What follows belongs to an exercise in optimizing a design on an open flow for small area, a short achievable clock period and few clock cycles per item; a production flow would make more cautious choices. The RTL was checked by simulation tests, not by an equivalence proof against the original design. Power is estimated from default activity; no workload was simulated.

==> inputs of 07-18 <==
==> flow/design.v (excerpt) <==
module top_payload_generator (
    input  logic                          clk,
    input  logic                          resetn,
    input  logic [15:0]                   session_id_i,
    input  logic [31:0]                   msg_seq_num_i,
    input  logic [4-1:0]            pe_valid_i,
    input  logic [4*(32 + 32 + 16 + 64)-1:0]   pe_order_i,
    output logic [4-1:0]            pe_ready_o,
    input  logic                          tready_i,
    output logic                          tvalid_o,
    output logic                          tlast_o,
    output logic [64-1:0]            tdata_o
);
==> module order_no_counter, before the edit <==
module order_no_counter (
    input  logic                 clk,
    input  logic                 resetn,
    input  logic                 advance_i,
    output order_pkg::order_no_t order_no_o
);
    logic [4*5-1:0] bcd_q;
    logic [5-1:0]   carry;
    always_comb begin
        logic c;
        c = advance_i;
        carry[0] = c;
        for (int d = 1; d < 5; d++) begin
            c = c && (bcd_q[4*(d-1) +: 4] == 4'd9);
            carry[d] = c;
        end
    end
    always_ff @(posedge clk) begin
        if (!resetn) begin
            bcd_q <= '0;
        end else begin
            for (int d = 0; d < 5; d++) begin
                if (carry[d]) begin
                    bcd_q[4*d +: 4] <= (bcd_q[4*d +: 4] == 4'd9) ? 4'd0 : bcd_q[4*d +: 4] + 4'd1;
                end
            end
        end
    end
    logic [8*5-1:0] ascii;
    always_comb begin
        for (int d = 0; d < 5; d++) begin
            ascii[8*d +: 8] = {4'h3, bcd_q[4*d +: 4]};
        end
    end
    assign order_no_o = ascii;
endmodule
==> module top_payload_generator, before the edit <==
module top_payload_generator (
    input  logic                          clk,
    input  logic                          resetn,
    input  logic [15:0]                   session_id_i,
    input  logic [31:0]                   msg_seq_num_i,
    input  logic [4-1:0]            pe_valid_i,
    input  logic [4*(32 + 32 + 16 + 64)-1:0]   pe_order_i,
    output logic [4-1:0]            pe_ready_o,
    input  logic                          tready_i,
    output logic                          tvalid_o,
    output logic                          tlast_o,
    output logic [64-1:0]            tdata_o
);
    logic                 tvalid_q;
    logic [1:0]           beat_q;      
    stream_pkg::pe_idx_t  cur_q;       
    stream_pkg::pe_idx_t  nxt_q;       
    logic                 have_q;
    logic [4-1:0]   rdy_q;
    logic [3:0]           bsel_q;                
    logic [2:0][4-1:0] esel_q;             
    logic                 tvalid_d;
    logic [1:0]           beat_d;
    stream_pkg::pe_idx_t  cur_d;
    order_pkg::order_no_t order_no;
    logic                 take;
    logic                 start;
    logic [4-1:0]   busy;
    logic [4-1:0]   cand;
    stream_pkg::pe_idx_t  pick;
    logic                 found;
    assign take  = tvalid_q && tready_i;
    assign start = have_q && (!tvalid_q || (beat_q == 2'd3 && tready_i));
    always_comb begin
        busy = rdy_q;
        if (tvalid_q && beat_q != 2'd3) busy[cur_q] = 1'b1;
    end
    assign cand = pe_valid_i & ~busy;
    always_comb begin
        found = 1'b0;
        pick  = cur_q;
        for (int k = 1; k <= 4; k++) begin
            if (!found && cand[stream_pkg::pe_idx_t'(cur_q + k)]) begin
                found = 1'b1;
                pick  = stream_pkg::pe_idx_t'(cur_q + k);
            end
        end
    end
    always_comb begin
        tvalid_d = tvalid_q;
        beat_d   = beat_q;
        cur_d    = cur_q;
        if (start) begin
            tvalid_d = 1'b1;
            beat_d   = 2'd0;
            cur_d    = nxt_q;
        end else if (take) begin
            beat_d = beat_q + 2'd1;
            if (beat_q == 2'd3) tvalid_d = 1'b0;
        end
        if (!resetn) begin
            tvalid_d = 1'b0;
            beat_d   = 2'd0;
            cur_d    = '0;
        end
    end
    always_ff @(posedge clk) begin
        tvalid_q <= tvalid_d;
        beat_q   <= beat_d;
        cur_q    <= cur_d;
        for (int b = 0; b < 4; b++) begin
            bsel_q[b] <= tvalid_d && beat_d == 2'(b);
        end
        for (int b = 0; b < 3; b++) begin
            for (int e = 0; e < 4; e++) begin
                esel_q[b][e] <= tvalid_d && beat_d == 2'(b) && cur_d == stream_pkg::pe_idx_t'(e);
            end
        end
    end
    always_ff @(posedge clk) begin
        if (!resetn) begin
            nxt_q  <= '0;
            have_q <= 1'b0;
            rdy_q  <= '0;
        end else begin
            rdy_q <= '0;
            if (take && beat_q == 2'd2) rdy_q[cur_q] <= 1'b1;
            if (start) begin
                have_q <= 1'b0;
            end else if (!have_q) begin
                have_q <= found;
                nxt_q  <= pick;
            end
        end
    end
    logic [4-1:0][64-1:0] eterm;
    for (genvar e = 0; e < 4; e++) begin : g_eng
        logic [(32 + 32 + 16 + 64)-1:0] o;
        assign o = pe_order_i[e*(32 + 32 + 16 + 64) +: (32 + 32 + 16 + 64)];
        assign eterm[e] = ({64{esel_q[0][e]}} & {16'h0,
                                                 5'b0, o[138], 1'b0, o[136],
                                                 6'b0, ~o[128], o[128],
                                                 32'h0})
                        | ({64{esel_q[1][e]}} & {o[111:80], o[79:64],
                                                 6'b0, ~o[120], o[120],
                                                 5'b0, o[114], o[112], o[112]})
                        | ({64{esel_q[2][e]}} & o[63:0]);
    end
    assign tdata_o = ({64{bsel_q[0]}} & {session_id_i, 8'h30, 8'h30, msg_seq_num_i})
                   | ({64{bsel_q[1]}} & {32'h0, 16'h0, 8'h30, 8'h30})
                   | ({64{bsel_q[3]}} & {order_no, 24'd0})
                   | eterm[0] | eterm[1] | eterm[2] | eterm[3];
    order_no_counter u_order_no (
        .clk        (clk),
        .resetn     (resetn),
        .advance_i  (take && beat_q == 2'd3),
        .order_no_o (order_no)
    );
    assign tvalid_o   = tvalid_q;
    assign tlast_o    = bsel_q[3];
    assign pe_ready_o = rdy_q;
endmodule
==> flow/config.mk <==
export PLATFORM = sky130hd
export DESIGN_NAME = top_payload_generator
export DESIGN_NICKNAME = top_payload_generator
export VERILOG_FILES = /design/flow/design.v
export SDC_FILE = /design/flow/constraint.sdc
export NUM_CORES = 4
export LEC_CHECK = 0
export CAP_MARGIN = 20
export CORE_AREA = 2.5 2.5 247.5 247.5
export DIE_AREA = 0 0 250 250
export SETUP_SLACK_MARGIN = 2.5
export SLEW_MARGIN = 20
==> flow/constraint.sdc <==
create_clock -name core_clock -period 5.0 [get_ports {clk}]
set_input_delay 1.0000 -clock core_clock [delete_from_list [all_inputs] [get_ports {clk}]]
set_output_delay 1.0000 -clock core_clock [all_outputs]
set_load 0.01 [all_outputs]
standard.sh (not shown) runs the stock make flow with config.mk's settings and CLKGATE_MAP_FILE= SYNTH_SCRIPT=/design/flow/synth_recipe.tcl, a recipe that flattens the netlist after the stock synthesis.
==> flow/flow/run.sh <==
#!/bin/bash
# The standard flow, with two changes: the port buffers are the smallest
# buffer cell, and the pins are placed in regions (flow/io.tcl, made by
# gen/io_gen.py) that keep each tdata_o bit next to the input bits feeding it.
export BUFFER_PORTS_ARGS="-buffer_cell sky130_fd_sc_hd__buf_1"
export IO_CONSTRAINTS="$PWD/flow/io.tcl"
bash standard.sh > standard.log 2>&1
Other scripts of this flow, unchanged in this note and not shown: flow/flow/io.tcl
==> 12-25: changes against 07-18 <==
--- a/flow/design.v
+++ b/flow/design.v
@@ -54,23 +54,30 @@
     output order_pkg::order_no_t order_no_o
 );
     logic [4*5-1:0] bcd_q;
-    logic [5-1:0]   carry;
+    logic [5-1:0]   nine_q;     
+    logic [5-1:0]   step_q;     
+    logic [5-1:0]   nine;
+    logic [5-1:0]   step;
     always_comb begin
         logic c;
-        c = advance_i;
-        carry[0] = c;
-        for (int d = 1; d < 5; d++) begin
-            c = c && (bcd_q[4*(d-1) +: 4] == 4'd9);
-            carry[d] = c;
+        c = 1'b1;
+        for (int d = 0; d < 5; d++) begin
+            nine[d] = bcd_q[4*d +: 4] == 4'd9;
+            step[d] = c;
+            c = c && nine[d];
         end
     end
     always_ff @(posedge clk) begin
         if (!resetn) begin
-            bcd_q <= '0;
+            bcd_q  <= '0;
+            nine_q <= '0;
+            step_q <= 'b1;
         end else begin
+            nine_q <= nine;
+            step_q <= step;
             for (int d = 0; d < 5; d++) begin
-                if (carry[d]) begin
-                    bcd_q[4*d +: 4] <= (bcd_q[4*d +: 4] == 4'd9) ? 4'd0 : bcd_q[4*d +: 4] + 4'd1;
+                if (advance_i && step_q[d]) begin
+                    bcd_q[4*d +: 4] <= nine_q[d] ? 4'd0 : bcd_q[4*d +: 4] + 4'd1;
                 end
             end
         end
@@ -98,29 +105,26 @@
     output logic [64-1:0]            tdata_o
 );
     logic                 tvalid_q;
-    logic [1:0]           beat_q;      
+    logic                 tlast_q;
+    logic [3:0]           bsel_q;
+    logic [2:0][4-1:0] esel_q;
     stream_pkg::pe_idx_t  cur_q;       
     stream_pkg::pe_idx_t  nxt_q;       
     logic                 have_q;
     logic [4-1:0]   rdy_q;
-    logic [3:0]           bsel_q;                
-    logic [2:0][4-1:0] esel_q;             
-    logic                 tvalid_d;
-    logic [1:0]           beat_d;
-    stream_pkg::pe_idx_t  cur_d;
+    stream_pkg::beat_t    tdata_q, tdata_d;
     order_pkg::order_no_t order_no;
-    logic                 take;
+    logic                 ld;
     logic                 start;
+    logic                 next0;       
     logic [4-1:0]   busy;
     logic [4-1:0]   cand;
     stream_pkg::pe_idx_t  pick;
     logic                 found;
-    assign take  = tvalid_q && tready_i;
-    assign start = have_q && (!tvalid_q || (beat_q == 2'd3 && tready_i));
-    always_comb begin
-        busy = rdy_q;
-        if (tvalid_q && beat_q != 2'd3) busy[cur_q] = 1'b1;
-    end
+    assign ld    = !tvalid_q || tready_i;
+    assign start = ld && bsel_q[0] && (|esel_q[0]);
+    assign next0 = ld ? (bsel_q[3] || (bsel_q[0] && !(|esel_q[0]))) : bsel_q[0];
+    assign busy = esel_q[1] | esel_q[2] | rdy_q;
     assign cand = pe_valid_i & ~busy;
     always_comb begin
         found = 1'b0;
@@ -132,46 +136,35 @@
             end
         end
     end
-    always_comb begin
-        tvalid_d = tvalid_q;
-        beat_d   = beat_q;
-        cur_d    = cur_q;
-        if (start) begin
-            tvalid_d = 1'b1;
-            beat_d   = 2'd0;
-            cur_d    = nxt_q;
-        end else if (take) begin
-            beat_d = beat_q + 2'd1;
-            if (beat_q == 2'd3) tvalid_d = 1'b0;
-        end
-        if (!resetn) begin
-            tvalid_d = 1'b0;
-            beat_d   = 2'd0;
-            cur_d    = '0;
-        end
-    end
-    always_ff @(posedge clk) begin
-        tvalid_q <= tvalid_d;
-        beat_q   <= beat_d;
-        cur_q    <= cur_d;
-        for (int b = 0; b < 4; b++) begin
-            bsel_q[b] <= tvalid_d && beat_d == 2'(b);
-        end
-        for (int b = 0; b < 3; b++) begin
-            for (int e = 0; e < 4; e++) begin
-                esel_q[b][e] <= tvalid_d && beat_d == 2'(b) && cur_d == stream_pkg::pe_idx_t'(e);
-            end
-        end
-    end
     always_ff @(posedge clk) begin
         if (!resetn) begin
-            nxt_q  <= '0;
-            have_q <= 1'b0;
-            rdy_q  <= '0;
+            tvalid_q <= 1'b0;
+            tlast_q  <= 1'b0;
+            bsel_q   <= 4'b0001;
+            esel_q   <= '0;
+            cur_q    <= '0;
+            nxt_q    <= '0;
+            have_q   <= 1'b0;
+            rdy_q    <= '0;
         end else begin
-            rdy_q <= '0;
-            if (take && beat_q == 2'd2) rdy_q[cur_q] <= 1'b1;
+            if (ld) begin
+                tvalid_q  <= !bsel_q[0] || (|esel_q[0]);
+                tlast_q   <= bsel_q[3];
+                bsel_q[1] <= start;
+                bsel_q[2] <= bsel_q[1];
+                bsel_q[3] <= bsel_q[2];
+                bsel_q[0] <= next0;
+                esel_q[1] <= start ? esel_q[0] : '0;
+                esel_q[2] <= esel_q[1];
+                rdy_q     <= esel_q[2];
+            end else begin
+                rdy_q     <= '0;
+            end
+            for (int e = 0; e < 4; e++) begin
+                esel_q[0][e] <= next0 && have_q && !start && nxt_q == stream_pkg::pe_idx_t'(e);
+            end
             if (start) begin
+                cur_q  <= nxt_q;
                 have_q <= 1'b0;
             end else if (!have_q) begin
                 have_q <= found;
@@ -192,17 +185,21 @@
                                                  5'b0, o[114], o[112], o[112]})
                         | ({64{esel_q[2][e]}} & o[63:0]);
     end
-    assign tdata_o = ({64{bsel_q[0]}} & {session_id_i, 8'h30, 8'h30, msg_seq_num_i})
+    assign tdata_d = ({64{bsel_q[0]}} & {session_id_i, 8'h30, 8'h30, msg_seq_num_i})
                    | ({64{bsel_q[1]}} & {32'h0, 16'h0, 8'h30, 8'h30})
                    | ({64{bsel_q[3]}} & {order_no, 24'd0})
                    | eterm[0] | eterm[1] | eterm[2] | eterm[3];
+    always_ff @(posedge clk) begin
+        if (ld) tdata_q <= tdata_d;
+    end
     order_no_counter u_order_no (
         .clk        (clk),
         .resetn     (resetn),
-        .advance_i  (take && beat_q == 2'd3),
+        .advance_i  (ld && bsel_q[3]),
         .order_no_o (order_no)
     );
     assign tvalid_o   = tvalid_q;
-    assign tlast_o    = bsel_q[3];
+    assign tlast_o    = tlast_q;
+    assign tdata_o    = tdata_q;
     assign pe_ready_o = rdy_q;
 endmodule
--- a/flow/config.mk
+++ b/flow/config.mk
@@ -7,6 +7,8 @@
 export LEC_CHECK = 0
 export CAP_MARGIN = 20
 export CORE_AREA = 2.5 2.5 247.5 247.5
+export CTS_CLUSTER_DIAMETER = 150
+export CTS_CLUSTER_SIZE = 40
 export DIE_AREA = 0 0 250 250
-export SETUP_SLACK_MARGIN = 2.5
+export SETUP_SLACK_MARGIN = 3.2
 export SLEW_MARGIN = 20
==> 04-13: changes against 07-18 <==
--- a/flow/design.v
+++ b/flow/design.v
@@ -54,23 +54,30 @@
     output order_pkg::order_no_t order_no_o
 );
     logic [4*5-1:0] bcd_q;
-    logic [5-1:0]   carry;
+    logic [5-1:0]   nine_q;     
+    logic [5-1:0]   step_q;     
+    logic [5-1:0]   nine;
+    logic [5-1:0]   step;
     always_comb begin
         logic c;
-        c = advance_i;
-        carry[0] = c;
-        for (int d = 1; d < 5; d++) begin
-            c = c && (bcd_q[4*(d-1) +: 4] == 4'd9);
-            carry[d] = c;
+        c = 1'b1;
+        for (int d = 0; d < 5; d++) begin
+            nine[d] = bcd_q[4*d +: 4] == 4'd9;
+            step[d] = c;
+            c = c && nine[d];
         end
     end
     always_ff @(posedge clk) begin
         if (!resetn) begin
-            bcd_q <= '0;
+            bcd_q  <= '0;
+            nine_q <= '0;
+            step_q <= 'b1;
         end else begin
+            nine_q <= nine;
+            step_q <= step;
             for (int d = 0; d < 5; d++) begin
-                if (carry[d]) begin
-                    bcd_q[4*d +: 4] <= (bcd_q[4*d +: 4] == 4'd9) ? 4'd0 : bcd_q[4*d +: 4] + 4'd1;
+                if (advance_i && step_q[d]) begin
+                    bcd_q[4*d +: 4] <= nine_q[d] ? 4'd0 : bcd_q[4*d +: 4] + 4'd1;
                 end
             end
         end
@@ -98,29 +105,26 @@
     output logic [64-1:0]            tdata_o
 );
     logic                 tvalid_q;
-    logic [1:0]           beat_q;      
+    logic                 tlast_q;
+    logic [3:0]           bsel_q;
+    logic [2:0][4-1:0] esel_q;
     stream_pkg::pe_idx_t  cur_q;       
     stream_pkg::pe_idx_t  nxt_q;       
     logic                 have_q;
     logic [4-1:0]   rdy_q;
-    logic [3:0]           bsel_q;                
-    logic [2:0][4-1:0] esel_q;             
-    logic                 tvalid_d;
-    logic [1:0]           beat_d;
-    stream_pkg::pe_idx_t  cur_d;
+    stream_pkg::beat_t    tdata_q, tdata_d;
     order_pkg::order_no_t order_no;
-    logic                 take;
+    logic                 ld;
     logic                 start;
+    logic                 next0;       
     logic [4-1:0]   busy;
     logic [4-1:0]   cand;
     stream_pkg::pe_idx_t  pick;
     logic                 found;
-    assign take  = tvalid_q && tready_i;
-    assign start = have_q && (!tvalid_q || (beat_q == 2'd3 && tready_i));
-    always_comb begin
-        busy = rdy_q;
-        if (tvalid_q && beat_q != 2'd3) busy[cur_q] = 1'b1;
-    end
+    assign ld    = !tvalid_q || tready_i;
+    assign start = ld && bsel_q[0] && (|esel_q[0]);
+    assign next0 = ld ? (bsel_q[3] || (bsel_q[0] && !(|esel_q[0]))) : bsel_q[0];
+    assign busy = esel_q[1] | esel_q[2] | rdy_q;
     assign cand = pe_valid_i & ~busy;
     always_comb begin
         found = 1'b0;
@@ -132,46 +136,35 @@
             end
         end
     end
-    always_comb begin
-        tvalid_d = tvalid_q;
-        beat_d   = beat_q;
-        cur_d    = cur_q;
-        if (start) begin
-            tvalid_d = 1'b1;
-            beat_d   = 2'd0;
-            cur_d    = nxt_q;
-        end else if (take) begin
-            beat_d = beat_q + 2'd1;
-            if (beat_q == 2'd3) tvalid_d = 1'b0;
-        end
-        if (!resetn) begin
-            tvalid_d = 1'b0;
-            beat_d   = 2'd0;
-            cur_d    = '0;
-        end
-    end
-    always_ff @(posedge clk) begin
-        tvalid_q <= tvalid_d;
-        beat_q   <= beat_d;
-        cur_q    <= cur_d;
-        for (int b = 0; b < 4; b++) begin
-            bsel_q[b] <= tvalid_d && beat_d == 2'(b);
-        end
-        for (int b = 0; b < 3; b++) begin
-            for (int e = 0; e < 4; e++) begin
-                esel_q[b][e] <= tvalid_d && beat_d == 2'(b) && cur_d == stream_pkg::pe_idx_t'(e);
-            end
-        end
-    end
     always_ff @(posedge clk) begin
         if (!resetn) begin
-            nxt_q  <= '0;
-            have_q <= 1'b0;
-            rdy_q  <= '0;
+            tvalid_q <= 1'b0;
+            tlast_q  <= 1'b0;
+            bsel_q   <= 4'b0001;
+            esel_q   <= '0;
+            cur_q    <= '0;
+            nxt_q    <= '0;
+            have_q   <= 1'b0;
+            rdy_q    <= '0;
         end else begin
-            rdy_q <= '0;
-            if (take && beat_q == 2'd2) rdy_q[cur_q] <= 1'b1;
+            if (ld) begin
+                tvalid_q  <= !bsel_q[0] || (|esel_q[0]);
+                tlast_q   <= bsel_q[3];
+                bsel_q[1] <= start;
+                bsel_q[2] <= bsel_q[1];
+                bsel_q[3] <= bsel_q[2];
+                bsel_q[0] <= next0;
+                esel_q[1] <= start ? esel_q[0] : '0;
+                esel_q[2] <= esel_q[1];
+                rdy_q     <= esel_q[2];
+            end else begin
+                rdy_q     <= '0;
+            end
+            for (int e = 0; e < 4; e++) begin
+                esel_q[0][e] <= next0 && have_q && !start && nxt_q == stream_pkg::pe_idx_t'(e);
+            end
             if (start) begin
+                cur_q  <= nxt_q;
                 have_q <= 1'b0;
             end else if (!have_q) begin
                 have_q <= found;
@@ -192,17 +185,21 @@
                                                  5'b0, o[114], o[112], o[112]})
                         | ({64{esel_q[2][e]}} & o[63:0]);
     end
-    assign tdata_o = ({64{bsel_q[0]}} & {session_id_i, 8'h30, 8'h30, msg_seq_num_i})
+    assign tdata_d = ({64{bsel_q[0]}} & {session_id_i, 8'h30, 8'h30, msg_seq_num_i})
                    | ({64{bsel_q[1]}} & {32'h0, 16'h0, 8'h30, 8'h30})
                    | ({64{bsel_q[3]}} & {order_no, 24'd0})
                    | eterm[0] | eterm[1] | eterm[2] | eterm[3];
+    always_ff @(posedge clk) begin
+        if (ld) tdata_q <= tdata_d;
+    end
     order_no_counter u_order_no (
         .clk        (clk),
         .resetn     (resetn),
-        .advance_i  (take && beat_q == 2'd3),
+        .advance_i  (ld && bsel_q[3]),
         .order_no_o (order_no)
     );
     assign tvalid_o   = tvalid_q;
-    assign tlast_o    = bsel_q[3];
+    assign tlast_o    = tlast_q;
+    assign tdata_o    = tdata_q;
     assign pe_ready_o = rdy_q;
 endmodule
--- a/flow/config.mk
+++ b/flow/config.mk
@@ -5,8 +5,9 @@
 export SDC_FILE = /design/flow/constraint.sdc
 export NUM_CORES = 4
 export LEC_CHECK = 0
+export ABC_AREA = 1
 export CAP_MARGIN = 20
 export CORE_AREA = 2.5 2.5 247.5 247.5
 export DIE_AREA = 0 0 250 250
-export SETUP_SLACK_MARGIN = 2.5
+export SETUP_SLACK_MARGIN = 3.2
 export SLEW_MARGIN = 20
==> run summary <==
- Between 04-13 and 12-25, the lower worst hold slack is in 12-25 (gap 0.010 ns).
- Global-route usage: 12-25 is lower than 04-13 (0.32 points).
- The lowest clock skew belongs to 12-25, the highest to 07-18.
- Via count, highest first: 04-13, 12-25, 07-18.
- The lowest core utilization belongs to 07-18, the highest to 04-13.
- Design area, highest first: 04-13, 12-25, 07-18.
==> figures <==
Slowest CP cell: 07-18 sky130_fd_sc_hd__a221o_1; 04-13 sky130_fd_sc_hd__edfxtp_1; 12-25 sky130_fd_sc_hd__edfxtp_1
Outcome: 07-18 complete, no violations; 04-13 complete, no violations; 12-25 complete, no violations
Reg2reg start: 07-18 cur_q[0]$_DFF_P_; 04-13 esel_q[10]$_SDFFE_PN0N_; 12-25 esel_q[7]$_SDFFE_PN0N_
Gate Count Post-Synth: 07-18 654; 04-13 945; 12-25 741
Fraction of layout instances using a drive strength above 1: 07-18 18.65%; 04-13 11.98%; 12-25 14.70%
Clock network power share: 07-18 33.6%; 04-13 26.5%; 12-25 32.4%
Wire length of the first global-routing pass: 07-18 47280 µm; 04-13 52210 µm; 12-25 50580 µm
Multi-input gate share of total cell area: 07-18 43.46%; 04-13 34.44%; 12-25 33.77%
Register area: 07-18 985.9 µm²; 04-13 3058 µm²; 12-25 3073 µm²
Sequential fraction of total cell area: 07-18 10.35%; 04-13 26.12%; 12-25 26.66%
Post-layout total power: 07-18 1.276 mW; 04-13 4.920 mW; 12-25 3.894 mW
Post-Synthesis Mean Instance Area: 07-18 7.591 µm²; 04-13 7.938 µm²; 12-25 9.554 µm²
Number of clock buffers in the layout: 07-18 5; 04-13 20; 12-25 20
Testbench counts of 07-18, summed over its fixed seeds: cycles 38,416, items 9,600.
Testbench counts of 12-25, summed over its fixed seeds: cycles 38,424, items 9,600.
Testbench counts of 04-13, summed over its fixed seeds: cycles 38,424, items 9,600.

[port drivers added, routing unchanged]
The results above use ideal ports. As a check the final layouts listed here were re-extracted and re-timed, cells and wires unchanged. Step 1 assumes that a clkbuf_16 drives the clock port and a buf_2 every other input. Step 2, shift: input delay + t, output delay - t, t = (earliest + latest rising clock arrival at the registers) / 2. This alone moves slack from input paths to output paths. a / b / c = ideal ports / drivers / drivers and shift; a / b = the first two.
run | t (ns) | setup slack, ns | worst setup path at the end | latest minus earliest clock arrival (ns) | pins driven straight from the clock port
07-18 | 0.380 | 2.111 / 2.065 / 2.065 | input to output | 0.027 / 0.026 | 1
12-25 | 0.510 | 3.026 / 2.969 / 2.648 | input to register | 0.010 / 0.010 | 1
04-13 | 0.505 | 3.017 / 2.963 / 2.747 | input to register | 0.014 / 0.014 | 1
After both steps setup and hold are still met in every run listed. The setup slack of 12-25, which loses most, moves by -0.057 ns with the drivers and by -0.378 ns with both steps.
